What follows belongs to an exercise in optimizing a design on an open flow for a short achievable clock period and few clock cycles per item; a production flow would make more cautious choices. Where RTL was checked, it was by simulation tests only, not by an equivalence proof against the original.

## rvPipeCore
module rvPipeCore (
    input  logic                CLK,
    input  logic                rst,
    input  logic [32-1:0]    instr,
    output logic [10-1:0] instrAddr,
    output logic [10-1:0] ramAddr,
    output logic [32-1:0]    ramWData,
    output logic                ramWe,
    input  logic [32-1:0]    ramRData,
    output logic [32-1:0]    gpio
);
Settings: LEC_CHECK=0, CAP_MARGIN=20, CORE_MARGIN=2, CORE_UTILIZATION=40, SETUP_SLACK_MARGIN=5, SLEW_MARGIN=20, TNS_END_PERCENT=100; clock period 8.0 ns.
run.sh (not shown) runs the stock make flow with config.mk's settings and CLKGATE_MAP_FILE= SYNTH_SCRIPT=/design/flow/synth_recipe.tcl, a recipe that flattens the netlist after the stock synthesis.
Testbench counts at the start, summed over its fixed seeds: cycles 37,042, items 36,500.
==> next run, changes <==
--- a/flow/design.v
+++ b/flow/design.v
@@ -82,29 +82,30 @@
 module rvPipeCore (
     input  logic                CLK,
     input  logic                rst,
     input  logic [32-1:0]    instr,
     output logic [10-1:0] instrAddr,
     output logic [10-1:0] ramAddr,
     output logic [32-1:0]    ramWData,
     output logic                ramWe,
     input  logic [32-1:0]    ramRData,
     output logic [32-1:0]    gpio
 );
-    logic [31:0] eA, eB, eSD;
+    logic [31:0] eA, eB;
+    logic [31:0] eSDn;    
     logic [4:0]  eRd;
     logic        eWe, eRamWe, eGpioWe, eSra;
     logic [9:0]  eRamAddr;
     localparam int OP_ADD = 0, OP_SUB = 1, OP_SLL = 2, OP_SLT = 3, OP_SLTU = 4, OP_XOR = 5,
                    OP_SR = 6, OP_OR = 7, OP_AND = 8, OP_LUI = 9, OP_LD = 10, NOPS = 11;
-    logic [NOPS-1:0] eOp, kA, kB, kS;
+    logic [NOPS-1:0] eOp, kA, kB;
     logic [31:0] res;
     logic [31:0] wRes;
     logic [4:0]  wRd;
     logic        wWe;
     logic [10-1:0] pc;
     logic                stall, go;    
     always_ff @(posedge CLK) begin
         if (rst)         pc <= '0;
         else if (go)     pc <= pc + 1'b1;
     end
     assign instrAddr = pc;
@@ -243,77 +244,79 @@
         nOp[OP_XOR]  = dAlu && dF3 == 3'd4;
         nOp[OP_SR]   = dAlu && dF3 == 3'd5;
         nOp[OP_OR]   = dAlu && dF3 == 3'd6;
         nOp[OP_AND]  = dAlu && dF3 == 3'd7;
         nOp[OP_LUI]  = dIsU;
         nOp[OP_LD]   = dIsL;
     end
     logic nE1, nE2, iIsR;
     assign nE1  = dWe && dRd == iRs1;
     assign nE2  = dWe && dRd == iRs2;
     assign iIsR = instr[6:0] == 7'h33;
+    logic iIsRS;
+    assign iIsRS = iIsR || instr[6:0] == 7'h23;
     logic [31:0] sum, diff, shl, shr;
     logic        lt, ltu;
     executeUnit alu (
         .a(eA), .b(eB), .sra(eSra), .sum(sum), .diff(diff), .shl(shl), .shr(shr),
         .lt(lt), .ltu(ltu)
     );
     function automatic logic [31:0] pick(input logic [NOPS-1:0] k,
                                          input logic [31:0] fAdd, input logic [31:0] fSub,
                                          input logic [31:0] fSll, input logic [31:0] fSr,
                                          input logic fLt, input logic fLtu,
                                          input logic [31:0] fA, input logic [31:0] fB,
                                          input logic [31:0] fLd);
         pick = ({32{k[OP_ADD]}} & fAdd) | ({32{k[OP_SUB]}} & fSub) |
                ({32{k[OP_SLL]}} & fSll) | ({32{k[OP_SR]}} & fSr) |
                {31'd0, (k[OP_SLT] & fLt) | (k[OP_SLTU] & fLtu)} |
                ({32{k[OP_XOR]}} & (fA ^ fB)) | ({32{k[OP_OR]}} & (fA | fB)) |
                ({32{k[OP_AND]}} & (fA & fB)) | ({32{k[OP_LUI]}} & fB) |
                ({32{k[OP_LD]}} & fLd);
     endfunction
     assign res = pick(eOp, sum, diff, shl, shr, lt, ltu, eA, eB, ramRData);
     logic        bRes;
     logic [31:0] bOld;
-    assign bRes = dIsR && fE2;
-    assign bOld = dIsR ? oldB : (dIsU ? immU : immI);
+    assign bRes = (dIsR || dIsS) && fE2;
+    assign bOld = (dIsR || dIsS) ? oldB : (dIsU ? immU : immI);
+    logic [31:0] nextB;
+    assign nextB = pick(kB, sum, diff, shl, shr, lt, ltu, eA, eB, ramRData) | ({32{!bRes}} & bOld);
     always_ff @(posedge CLK) begin
         eA  <= pick(kA, sum, diff, shl, shr, lt, ltu, eA, eB, ramRData) | ({32{!fE1}} & oldA);
-        eB  <= pick(kB, sum, diff, shl, shr, lt, ltu, eA, eB, ramRData) | ({32{!bRes}} & bOld);
-        eSD <= pick(kS, sum, diff, shl, shr, lt, ltu, eA, eB, ramRData) | ({32{!fE2}} & oldB);
+        eB   <= nextB;
+        eSDn <= ~nextB;
         eRd  <= dRd;
         eRamAddr <= dAddr;
         if (rst || stall) begin
             eWe     <= 1'b0;
             eRamWe  <= 1'b0;
             eGpioWe <= 1'b0;
             eSra    <= 1'b0;
             eOp     <= '0;
             kA      <= '0;
             kB      <= '0;
-            kS      <= '0;
         end
         else begin
             eWe     <= dWe;
             eRamWe  <= dIsS && !dHit;
             eGpioWe <= dIsS && dHit;
             eSra    <= dAlu && dF3 == 3'd5 && dAlt;
             eOp     <= nOp;
             kA      <= nOp & {NOPS{nE1}};
-            kB      <= nOp & {NOPS{nE2 && iIsR}};
-            kS      <= nOp & {NOPS{nE2}};
+            kB      <= nOp & {NOPS{nE2 && iIsRS}};
         end
     end
     assign ramAddr  = eRamAddr;
     assign ramWe    = eRamWe;
-    assign ramWData = eSD;
+    assign ramWData = ~eSDn;
     always_ff @(posedge CLK) begin
         if (rst)          gpio <= '0;
-        else if (eGpioWe) gpio <= eSD;
+        else if (eGpioWe) gpio <= ~eSDn;
     end
     always_ff @(posedge CLK) begin
         wRes <= res;
         wRd  <= eRd;
         if (rst) wWe <= 1'b0;
         else     wWe <= eWe;
     end
 endmodule
 `default_nettype wire
Effect: The changed run completed without violations. Synthesized cell count is lower by 3.6%. Register-to-register slack loses 0.10 ns. First-iteration DRC count went down by 10%. Sequential share of layout area decreases by 0.15 points. Cell area is about the same. Wire length shrinks by 2.6%. Maximum frequency goes down by 3.2%. Cell count decreases by 1.8%. Worst setup slack loses 0.10 ns. Count of clock-buffer cells in the layout came out lower by 2. Global-route usage hardly moves.
Only the layout flow was run in the second run of this note; the RTL was not checked for function there.

[re-timing with driven ports]
How much do the figures lean on ideal ports? The routed layouts below were timed once more, with nothing changed but the port constraints.
Step 1 assumes that a clkbuf_16 drives the clock port and a buf_2 every other input.
Step 2, shift: input delay + t, output delay - t, t = (earliest + latest rising clock arrival at the registers) / 2. This alone moves slack from input paths to output paths.
a / b / c = ideal / step 1 / step 2; a / b = the first two.
run	shift t [ns]	setup WS [ns]	clock arrival spread, ns	worst register clock-pin slew, ns	worst slew at a driven data input, ns
the first run	0.901	4.816 / 4.816 / 3.984	0.049 / 0.049	0.07 / 0.07	0.30
the second run	0.911	4.713 / 4.713 / 3.901	0.048 / 0.047	0.07 / 0.07	0.33
After both steps every run listed still meets setup and hold. The setup slack of the first run, which loses most, moves by 0.000 ns with the drivers and by -0.832 ns with both steps.
